This is an optimization exercise on Yosys and OpenROAD, whose aim is small area and a short achievable clock period, not a production implementation.
The RTL was checked by simulation tests, not by an equivalence proof against the original design.
No activity file was given, so power comes from the tool's default toggle rates.

==> run D: inputs <==
==> flow/design.v (excerpt) <==
module kiwi_backend (
	input  logic         clk,
	input  logic         rst_n_i,
	input  logic [75:0]  issue_i,
	output logic [149:0] retire_o
);
	logic [1:0]  iss_valid;
	logic [73:0] iss_q;      
	always_ff @(posedge clk or negedge rst_n_i) begin
		if (!rst_n_i) begin
			iss_valid <= '0;
		end else begin
			iss_valid <= {issue_i[75], issue_i[37]};
		end
	end
	always_ff @(posedge clk) begin
		iss_q <= {issue_i[74:38], issue_i[36:0]};
	end
	logic [1:0]   wr_en;
	logic [9:0]   wr_rd;
	logic [127:0] wr_value_n;
	logic [127:0] rd_a;
	logic [127:0] rd_b;
	logic [1:0]   wb_en;
	logic [9:0]   wb_rd;
	operand_read operand_read_i (
		.clk(clk),
		.rst_n_i(rst_n_i),
		.issue_i(issue_i),
		.iss_i(iss_q),
		.wb_en_i(wb_en),
		.wb_rd_i(wb_rd),
		.wr_en_i(wr_en),
		.wr_rd_i(wr_rd),
		.wr_value_n_i(wr_value_n),
		.a_o(rd_a),
		.b_o(rd_b)
	);
	logic [1:0]   lane_valid;
	logic [147:0] lane_payload;
	genvar k;
	generate
		for (k = 0; k < 2; k++) begin : g_lane
			alu_lane alu_lane_i (
				.clk(clk),
				.rst_n_i(rst_n_i),
				.valid_i(iss_valid[k]),
				.iss_i(iss_q[37*k +: 37]),
				.a_i(rd_a[64*k +: 64]),
				.b_i(rd_b[64*k +: 64]),
				.wb_en_o(wb_en[k]),
				.wb_rd_o(wb_rd[5*k +: 5]),
				.valid_o(lane_valid[k]),
				.payload_o(lane_payload[74*k +: 74])
			);
		end
	endgenerate
	write_back write_back_i (
		.clk(clk),
		.rst_n_i(rst_n_i),
		.valid_i(lane_valid),
		.payload_i(lane_payload),
		.wr_en_o(wr_en),
		.wr_rd_o(wr_rd),
		.wr_value_n_o(wr_value_n),
		.retire_o(retire_o)
	);
endmodule
export LEC_CHECK = 0
export CAP_MARGIN = 30
export CELL_PAD_IN_SITES_DETAIL_PLACEMENT = 2
export CORE_MARGIN = 2
export CORE_UTILIZATION = 22
export PLACE_DENSITY = 0.32
export SETUP_SLACK_MARGIN = 2.5
export SLEW_MARGIN = 40
export SYNTH_HIERARCHICAL = 1
export TNS_END_PERCENT = 30
create_clock -name core_clock -period 6.0 [get_ports {clk}]
run.sh (not shown) runs the stock make flow with config.mk's settings and CLKGATE_MAP_FILE= SYNTH_SCRIPT=/design/flow/synth_recipe.tcl, a recipe that flattens the netlist after the stock synthesis.
==> run E (differences from run D) <==
--- a/flow/design.v
+++ b/flow/design.v
@@ -38,132 +38,72 @@
 		end
 	end
 endmodule
 module rd_oai #(
 	parameter bit HAS_X = 1'b0
 ) (
 	input  logic [31:1]      sel_n,
 	input  logic [1:0]       sel_w_n,
-	input  logic [31:1]      sel_hi_n,
-	input  logic [1:0]       sel_w_hi_n,
 	input  logic             sel_x_n,
 	input  logic [64*32-1:0] rf,
 	input  logic [127:0]     w_n,
 	input  logic [63:0]      x_n,
 	output logic [64*17-1:0] part
 );
 	always_comb begin
-		for (int hb = 0; hb < 2; hb++) begin
-			logic [31:1] s;
-			logic [1:0]  sw;
-			s  = hb ? sel_hi_n : sel_n;
-			sw = hb ? sel_w_hi_n : sel_w_n;
-			for (int g = 0; g < 15; g++) begin
-				part[64*g + 32*hb +: 32] = ~(({32{s[2*g + 1]}} | rf[64*(2*g + 1) + 32*hb +: 32])
-					& ({32{s[2*g + 2]}} | rf[64*(2*g + 2) + 32*hb +: 32]));
-			end
-			part[64*15 + 32*hb +: 32] = ~(({32{s[31]}} | rf[64*31 + 32*hb +: 32])
-				& ({32{sw[0]}} | w_n[32*hb +: 32]));
-			if (HAS_X) begin
-				part[64*16 + 32*hb +: 32] = ~(({32{sw[1]}} | w_n[64 + 32*hb +: 32])
-					& ({32{sel_x_n}} | x_n[32*hb +: 32]));
-			end else begin
-				part[64*16 + 32*hb +: 32] = ~({32{sw[1]}} | w_n[64 + 32*hb +: 32]);
-			end
+		for (int g = 0; g < 15; g++) begin
+			part[64*g +: 64] = ~(({64{sel_n[2*g + 1]}} | rf[64*(2*g + 1) +: 64])
+				& ({64{sel_n[2*g + 2]}} | rf[64*(2*g + 2) +: 64]));
+		end
+		part[64*15 +: 64] = ~(({64{sel_n[31]}} | rf[64*31 +: 64])
+			& ({64{sel_w_n[0]}} | w_n[63:0]));
+		if (HAS_X) begin
+			part[64*16 +: 64] = ~(({64{sel_w_n[1]}} | w_n[127:64]) & ({64{sel_x_n}} | x_n));
+		end else begin
+			part[64*16 +: 64] = ~({64{sel_w_n[1]}} | w_n[127:64]);
 		end
 	end
 endmodule
 module rd_port #(
 	parameter bit HAS_X = 1'b0
 ) (
 	input  logic [31:1]      sel_n,
 	input  logic [1:0]       sel_w_n,
-	input  logic [31:1]      sel_hi_n,
-	input  logic [1:0]       sel_w_hi_n,
 	input  logic             sel_x_n,
 	input  logic [64*32-1:0] rf,
 	input  logic [127:0]     w_n,
 	input  logic [63:0]      x_n,
 	input  logic             flip,
 	output logic [63:0]      y
 );
 	localparam int NG = 17;
 	logic [64*NG-1:0] part;
 	rd_oai #(.HAS_X(HAS_X)) oai_i (
-		.sel_n(sel_n), .sel_w_n(sel_w_n), .sel_hi_n(sel_hi_n), .sel_w_hi_n(sel_w_hi_n),
-		.sel_x_n(sel_x_n),
+		.sel_n(sel_n), .sel_w_n(sel_w_n), .sel_x_n(sel_x_n),
 		.rf(rf), .w_n(w_n), .x_n(x_n), .part(part)
 	);
 	rd_comb #(.NG(NG)) comb_i (.part(part), .flip(flip), .y(y));
 endmodule
-module cmb_nor2 (
-	input  logic [63:0] a,
-	input  logic [63:0] b,
-	output logic [63:0] y
-);
-	assign y = ~(a | b);
-endmodule
-module cmb_nand4 (
-	input  logic [63:0] a,
-	input  logic [63:0] b,
-	input  logic [63:0] c,
-	input  logic [63:0] d,
-	output logic [63:0] y
-);
-	assign y = ~(a & b & c & d);
-endmodule
-module cmb_fin (
-	input  logic [63:0] a,
-	input  logic [63:0] b,
-	input  logic [63:0] c,
-	input  logic        flip,
-	output logic [63:0] y
-);
-	assign y = (a | b | c) ^ {64{flip}};
-endmodule
 module rd_comb #(
 	parameter int NG = 17
 ) (
 	input  logic [64*NG-1:0] part,
 	input  logic             flip,
 	output logic [63:0]      y
 );
-	logic [64*8-1:0] n1;
-	logic [64*2-1:0] o2;
-	genvar g;
-	generate
-		for (g = 0; g < 8; g++) begin : g_l1
-			cmb_nor2 nor_i (.a(part[64*(2*g) +: 64]), .b(part[64*(2*g + 1) +: 64]),
-				.y(n1[64*g +: 64]));
-		end
-		for (g = 0; g < 2; g++) begin : g_l2
-			cmb_nand4 nand_i (.a(n1[64*(4*g) +: 64]), .b(n1[64*(4*g + 1) +: 64]),
-				.c(n1[64*(4*g + 2) +: 64]), .d(n1[64*(4*g + 3) +: 64]),
-				.y(o2[64*g +: 64]));
+	always_comb begin
+		for (int i = 0; i < 64; i++) begin
+			logic any;
+			any = 1'b0;
+			for (int g = 0; g < NG; g++) begin
+				any = any | part[64*g + i];
+			end
+			y[i] = any ^ flip;
 		end
-	endgenerate
-	cmb_fin fin_i (.a(o2[63:0]), .b(o2[127:64]), .c(part[64*16 +: 64]), .flip(flip), .y(y));
-endmodule
-module rd_sel_hi (
-	input  logic             clk,
-	input  logic [1:0][31:1] sel_a_d,
-	input  logic [1:0][31:1] sel_b_d,
-	input  logic [1:0][1:0]  sel_wa_d,
-	input  logic [1:0][1:0]  sel_wb_d,
-	output logic [1:0][31:1] sel_a_hi_n_q,
-	output logic [1:0][31:1] sel_b_hi_n_q,
-	output logic [1:0][1:0]  sel_wa_hi_n_q,
-	output logic [1:0][1:0]  sel_wb_hi_n_q
-);
-	always_ff @(posedge clk) begin
-		sel_a_hi_n_q  <= ~sel_a_d;
-		sel_b_hi_n_q  <= ~sel_b_d;
-		sel_wa_hi_n_q <= ~sel_wa_d;
-		sel_wb_hi_n_q <= ~sel_wb_d;
 	end
 endmodule
 module operand_read (
 	input  logic         clk,
 	input  logic         rst_n_i,
 	input  logic [75:0]  issue_i,
 	input  logic [73:0]  iss_i,
 	input  logic [1:0]   wb_en_i,
@@ -235,20 +175,16 @@
 	logic [1:0][1:0]  sel_wa_d;
 	logic [1:0][1:0]  sel_wb_d;
 	logic [1:0]       flip_a_d;
 	logic [1:0]       flip_b_d;
 	logic [1:0][31:1] sel_a_n_q;
 	logic [1:0][31:1] sel_b_n_q;
 	logic [1:0][1:0]  sel_wa_n_q;
 	logic [1:0][1:0]  sel_wb_n_q;
-	logic [1:0][31:1] sel_a_hi_n_q;
-	logic [1:0][31:1] sel_b_hi_n_q;
-	logic [1:0][1:0]  sel_wa_hi_n_q;
-	logic [1:0][1:0]  sel_wb_hi_n_q;
 	logic [1:0]       flip_a_q;
 	logic [1:0]       flip_b_q;
 	always_comb begin
 		for (int k = 0; k < 2; k++) begin
 			logic [4:0] rs1;
 			logic [4:0] rs2;
 			logic       use_imm;
 			logic [3:0] func;
@@ -279,35 +215,26 @@
 	always_ff @(posedge clk) begin
 		sel_a_n_q  <= ~sel_a_d;
 		sel_b_n_q  <= ~sel_b_d;
 		sel_wa_n_q <= ~sel_wa_d;
 		sel_wb_n_q <= ~sel_wb_d;
 		flip_a_q   <= flip_a_d;
 		flip_b_q   <= flip_b_d;
 	end
-	rd_sel_hi sel_hi_i (
-		.clk(clk),
-		.sel_a_d(sel_a_d), .sel_b_d(sel_b_d), .sel_wa_d(sel_wa_d), .sel_wb_d(sel_wb_d),
-		.sel_a_hi_n_q(sel_a_hi_n_q), .sel_b_hi_n_q(sel_b_hi_n_q),
-		.sel_wa_hi_n_q(sel_wa_hi_n_q), .sel_wb_hi_n_q(sel_wb_hi_n_q)
-	);
 	genvar k;
 	generate
 		for (k = 0; k < 2; k++) begin : g_slot
 			rd_port #(.HAS_X(1'b0)) port_a (
-				.sel_n(sel_a_n_q[k]), .sel_w_n(sel_wa_n_q[k]),
-				.sel_hi_n(sel_a_hi_n_q[k]), .sel_w_hi_n(sel_wa_hi_n_q[k]), .sel_x_n(1'b1),
+				.sel_n(sel_a_n_q[k]), .sel_w_n(sel_wa_n_q[k]), .sel_x_n(1'b1),
 				.rf(rf_flat), .w_n(wr_value_n_i), .x_n(64'd0),
 				.flip(flip_a_q[k]), .y(a_o[64*k +: 64])
 			);
 			rd_port #(.HAS_X(1'b1)) port_b (
-				.sel_n(sel_b_n_q[k]), .sel_w_n(sel_wb_n_q[k]),
-				.sel_hi_n(sel_b_hi_n_q[k]), .sel_w_hi_n(sel_wb_hi_n_q[k]),
-				.sel_x_n(!iss_i[37*k + 18]),
+				.sel_n(sel_b_n_q[k]), .sel_w_n(sel_wb_n_q[k]), .sel_x_n(!iss_i[37*k + 18]),
 				.rf(rf_flat), .w_n(wr_value_n_i),
 				.x_n(~{{52{iss_i[37*k + 17]}}, iss_i[37*k + 6 +: 12]}),
 				.flip(flip_b_q[k]), .y(b_o[64*k +: 64])
 			);
 		end
 	endgenerate
 endmodule
 module ks_node_n (
==> run F (differences from run D) <==
--- a/flow/design.v
+++ b/flow/design.v
@@ -38,64 +38,52 @@
 		end
 	end
 endmodule
 module rd_oai #(
 	parameter bit HAS_X = 1'b0
 ) (
 	input  logic [31:1]      sel_n,
 	input  logic [1:0]       sel_w_n,
-	input  logic [31:1]      sel_hi_n,
-	input  logic [1:0]       sel_w_hi_n,
 	input  logic             sel_x_n,
 	input  logic [64*32-1:0] rf,
 	input  logic [127:0]     w_n,
 	input  logic [63:0]      x_n,
 	output logic [64*17-1:0] part
 );
 	always_comb begin
-		for (int hb = 0; hb < 2; hb++) begin
-			logic [31:1] s;
-			logic [1:0]  sw;
-			s  = hb ? sel_hi_n : sel_n;
-			sw = hb ? sel_w_hi_n : sel_w_n;
-			for (int g = 0; g < 15; g++) begin
-				part[64*g + 32*hb +: 32] = ~(({32{s[2*g + 1]}} | rf[64*(2*g + 1) + 32*hb +: 32])
-					& ({32{s[2*g + 2]}} | rf[64*(2*g + 2) + 32*hb +: 32]));
-			end
-			part[64*15 + 32*hb +: 32] = ~(({32{s[31]}} | rf[64*31 + 32*hb +: 32])
-				& ({32{sw[0]}} | w_n[32*hb +: 32]));
-			if (HAS_X) begin
-				part[64*16 + 32*hb +: 32] = ~(({32{sw[1]}} | w_n[64 + 32*hb +: 32])
-					& ({32{sel_x_n}} | x_n[32*hb +: 32]));
-			end else begin
-				part[64*16 + 32*hb +: 32] = ~({32{sw[1]}} | w_n[64 + 32*hb +: 32]);
-			end
+		for (int g = 0; g < 15; g++) begin
+			part[64*g +: 64] = ~(({64{sel_n[2*g + 1]}} | rf[64*(2*g + 1) +: 64])
+				& ({64{sel_n[2*g + 2]}} | rf[64*(2*g + 2) +: 64]));
+		end
+		part[64*15 +: 64] = ~(({64{sel_n[31]}} | rf[64*31 +: 64])
+			& ({64{sel_w_n[0]}} | w_n[63:0]));
+		if (HAS_X) begin
+			part[64*16 +: 64] = ~(({64{sel_w_n[1]}} | w_n[127:64]) & ({64{sel_x_n}} | x_n));
+		end else begin
+			part[64*16 +: 64] = ~({64{sel_w_n[1]}} | w_n[127:64]);
 		end
 	end
 endmodule
 module rd_port #(
 	parameter bit HAS_X = 1'b0
 ) (
 	input  logic [31:1]      sel_n,
 	input  logic [1:0]       sel_w_n,
-	input  logic [31:1]      sel_hi_n,
-	input  logic [1:0]       sel_w_hi_n,
 	input  logic             sel_x_n,
 	input  logic [64*32-1:0] rf,
 	input  logic [127:0]     w_n,
 	input  logic [63:0]      x_n,
 	input  logic             flip,
 	output logic [63:0]      y
 );
 	localparam int NG = 17;
 	logic [64*NG-1:0] part;
 	rd_oai #(.HAS_X(HAS_X)) oai_i (
-		.sel_n(sel_n), .sel_w_n(sel_w_n), .sel_hi_n(sel_hi_n), .sel_w_hi_n(sel_w_hi_n),
-		.sel_x_n(sel_x_n),
+		.sel_n(sel_n), .sel_w_n(sel_w_n), .sel_x_n(sel_x_n),
 		.rf(rf), .w_n(w_n), .x_n(x_n), .part(part)
 	);
 	rd_comb #(.NG(NG)) comb_i (.part(part), .flip(flip), .y(y));
 endmodule
 module cmb_nor2 (
 	input  logic [63:0] a,
 	input  logic [63:0] b,
 	output logic [63:0] y
@@ -138,34 +126,16 @@
 		for (g = 0; g < 2; g++) begin : g_l2
 			cmb_nand4 nand_i (.a(n1[64*(4*g) +: 64]), .b(n1[64*(4*g + 1) +: 64]),
 				.c(n1[64*(4*g + 2) +: 64]), .d(n1[64*(4*g + 3) +: 64]),
 				.y(o2[64*g +: 64]));
 		end
 	endgenerate
 	cmb_fin fin_i (.a(o2[63:0]), .b(o2[127:64]), .c(part[64*16 +: 64]), .flip(flip), .y(y));
 endmodule
-module rd_sel_hi (
-	input  logic             clk,
-	input  logic [1:0][31:1] sel_a_d,
-	input  logic [1:0][31:1] sel_b_d,
-	input  logic [1:0][1:0]  sel_wa_d,
-	input  logic [1:0][1:0]  sel_wb_d,
-	output logic [1:0][31:1] sel_a_hi_n_q,
-	output logic [1:0][31:1] sel_b_hi_n_q,
-	output logic [1:0][1:0]  sel_wa_hi_n_q,
-	output logic [1:0][1:0]  sel_wb_hi_n_q
-);
-	always_ff @(posedge clk) begin
-		sel_a_hi_n_q  <= ~sel_a_d;
-		sel_b_hi_n_q  <= ~sel_b_d;
-		sel_wa_hi_n_q <= ~sel_wa_d;
-		sel_wb_hi_n_q <= ~sel_wb_d;
-	end
-endmodule
 module operand_read (
 	input  logic         clk,
 	input  logic         rst_n_i,
 	input  logic [75:0]  issue_i,
 	input  logic [73:0]  iss_i,
 	input  logic [1:0]   wb_en_i,
 	input  logic [9:0]   wb_rd_i,
 	input  logic [1:0]   wr_en_i,
@@ -235,20 +205,16 @@
 	logic [1:0][1:0]  sel_wa_d;
 	logic [1:0][1:0]  sel_wb_d;
 	logic [1:0]       flip_a_d;
 	logic [1:0]       flip_b_d;
 	logic [1:0][31:1] sel_a_n_q;
 	logic [1:0][31:1] sel_b_n_q;
 	logic [1:0][1:0]  sel_wa_n_q;
 	logic [1:0][1:0]  sel_wb_n_q;
-	logic [1:0][31:1] sel_a_hi_n_q;
-	logic [1:0][31:1] sel_b_hi_n_q;
-	logic [1:0][1:0]  sel_wa_hi_n_q;
-	logic [1:0][1:0]  sel_wb_hi_n_q;
 	logic [1:0]       flip_a_q;
 	logic [1:0]       flip_b_q;
 	always_comb begin
 		for (int k = 0; k < 2; k++) begin
 			logic [4:0] rs1;
 			logic [4:0] rs2;
 			logic       use_imm;
 			logic [3:0] func;
@@ -279,35 +245,26 @@
 	always_ff @(posedge clk) begin
 		sel_a_n_q  <= ~sel_a_d;
 		sel_b_n_q  <= ~sel_b_d;
 		sel_wa_n_q <= ~sel_wa_d;
 		sel_wb_n_q <= ~sel_wb_d;
 		flip_a_q   <= flip_a_d;
 		flip_b_q   <= flip_b_d;
 	end
-	rd_sel_hi sel_hi_i (
-		.clk(clk),
-		.sel_a_d(sel_a_d), .sel_b_d(sel_b_d), .sel_wa_d(sel_wa_d), .sel_wb_d(sel_wb_d),
-		.sel_a_hi_n_q(sel_a_hi_n_q), .sel_b_hi_n_q(sel_b_hi_n_q),
-		.sel_wa_hi_n_q(sel_wa_hi_n_q), .sel_wb_hi_n_q(sel_wb_hi_n_q)
-	);
 	genvar k;
 	generate
 		for (k = 0; k < 2; k++) begin : g_slot
 			rd_port #(.HAS_X(1'b0)) port_a (
-				.sel_n(sel_a_n_q[k]), .sel_w_n(sel_wa_n_q[k]),
-				.sel_hi_n(sel_a_hi_n_q[k]), .sel_w_hi_n(sel_wa_hi_n_q[k]), .sel_x_n(1'b1),
+				.sel_n(sel_a_n_q[k]), .sel_w_n(sel_wa_n_q[k]), .sel_x_n(1'b1),
 				.rf(rf_flat), .w_n(wr_value_n_i), .x_n(64'd0),
 				.flip(flip_a_q[k]), .y(a_o[64*k +: 64])
 			);
 			rd_port #(.HAS_X(1'b1)) port_b (
-				.sel_n(sel_b_n_q[k]), .sel_w_n(sel_wb_n_q[k]),
-				.sel_hi_n(sel_b_hi_n_q[k]), .sel_w_hi_n(sel_wb_hi_n_q[k]),
-				.sel_x_n(!iss_i[37*k + 18]),
+				.sel_n(sel_b_n_q[k]), .sel_w_n(sel_wb_n_q[k]), .sel_x_n(!iss_i[37*k + 18]),
 				.rf(rf_flat), .w_n(wr_value_n_i),
 				.x_n(~{{52{iss_i[37*k + 17]}}, iss_i[37*k + 6 +: 12]}),
 				.flip(flip_b_q[k]), .y(b_o[64*k +: 64])
 			);
 		end
 	endgenerate
 endmodule
 module ks_node_n (
==> flow/config.mk (replaced) <==
export PLATFORM = sky130hd
export DESIGN_NAME = kiwi_backend
export DESIGN_NICKNAME = kiwi_backend
export VERILOG_FILES = /design/flow/design.v
export SDC_FILE = /design/flow/constraint.sdc
export NUM_CORES = 8
export LEC_CHECK = 0
export CAP_MARGIN = 20
export CELL_PAD_IN_SITES_DETAIL_PLACEMENT = 2
export CORE_MARGIN = 2
export CORE_UTILIZATION = 25
export CTS_CLUSTER_DIAMETER = 100
export CTS_CLUSTER_SIZE = 16
export PLACE_DENSITY = 0.36
export SETUP_SLACK_MARGIN = 2.5
export SLEW_MARGIN = 30
export SYNTH_HIERARCHICAL = 1
export TNS_END_PERCENT = 30
==> impl_summary.txt <==
----------------------------------------------------
[Place]
  GP Congestion ... 1.01

[Power]
  Switching share of power ... 47.6%
  Int Pwr ... 54.4 mW
  Power of the sequential group ... 37.4 mW

[Critical path]
  WP data required ... 6.99 ns
  Startpoint of the lowest-slack register-to-register path ... operand_read_i.sel_b_n_q[8]
  Register-to-Register Setup Slack ... 2.06 ns
  Stages on worst setup path ... 7
  Slowest library cell on the worst path ... dfxtp_2
  Crit path buf inv count ... 1

[Detailed routing]
  Met2 routed WL ... 594000 um

[Clocking]
  Clock latency on the worst-skew pair ... 1.15 ns

[Floorplanning]
  Total core area ... 798000 sq um
  Die height ... 899 um

[Worst hold path]
  Cell count of the worst hold path ... 0

[Outcome]
  Status ... finished clean

[Cells and area]
  Multi-input combinational cell area ... 98200 sq um
  ClkCell Share ... 7.04%

[GRT]
  Met1 track demand over resource ... 46.9%

----------------------------------------------------
the above is filed under run D

==> impl_summary.txt <==
----------------------------------------------------
[Outcome]
  Status ... finished clean

[Detailed routing]
  Met2 routed WL ... 539000 um

[Cells and area]
  Multi-input combinational cell area ... 99500 sq um

[Power]
  Switching share of power ... 50.4%
  Power of the sequential group ... 36.8 mW

[Critical path]
  WP data required ... 6.99 ns
  Startpoint of the lowest-slack register-to-register path ... operand_read_i.sel_a_n_q[48]
  Crit path buf inv count ... 1
  Slowest library cell on the worst path ... nor3_1

[Clocking]
  Clock latency on the worst-skew pair ... 1.21 ns

[Floorplanning]
  Total core area ... 707000 sq um
  Die height ... 846 um

[Place]
  GP Congestion ... 1.02

----------------------------------------------------
the above is filed under run F

==> impl_summary.txt <==
----------------------------------------------------
[Place]
  GP Congestion ... 1.02

[Critical path]
  Startpoint of the lowest-slack register-to-register path ... operand_read_i.sel_b_n_q[22]
  Stages on worst setup path ... 8
  Register-to-Register Setup Slack ... 2.09 ns
  WP data required ... 7.03 ns
  Crit path buf inv count ... 2

[Power]
  Switching share of power ... 48.6%
  Int Pwr ... 53.7 mW
  Power of the sequential group ... 37.7 mW

[Floorplanning]
  Total core area ... 794000 sq um

[Outcome]
  Status ... finished clean

[Clocking]
  Clock latency on the worst-skew pair ... 1.20 ns

[Detailed routing]
  Met2 routed WL ... 636000 um

[Cells and area]
  ClkCell Share ... 6.69%

----------------------------------------------------
the above is filed under run E

## static timing again, ports no longer ideal
The flow's constraints put no driver on any port. The routed layouts listed below were extracted and timed again, unchanged, in two steps.
Step 1 (the two cells are an assumption about what drives the block):
set clk [get_ports {clk}]
set_driving_cell -lib_cell sky130_fd_sc_hd__clkbuf_16 $clk
set_driving_cell -lib_cell sky130_fd_sc_hd__buf_2 [delete_from_list [all_inputs] $clk]
Step 2 adds t to the input delays and takes it off the output delays; t is the mean of the earliest and latest rising clock arrival at the registers after step 1. Input paths then give back, and output paths get back, about the clock's delay inside the block.
Three values: ideal ports, drivers, drivers and shift; two values: the first two.
run | t (ns) | setup slack, ns | hold slack, ns | pins driven straight from the clock port
run D | 1.256 | 2.064 / 2.064 / 1.273 | 0.324 / 0.324 / 0.324 | 1
run E | 1.300 | 2.094 / 2.094 / 1.546 | 0.023 / -0.109 / 0.305 | 1
run F | 1.246 | 2.131 / 2.131 / 1.573 | 0.116 / 0.031 / 0.309 | 1
After both steps every run listed still meets setup and hold. The setup slack of run D, which loses most, moves by 0.000 ns with the drivers and by -0.791 ns with both steps.
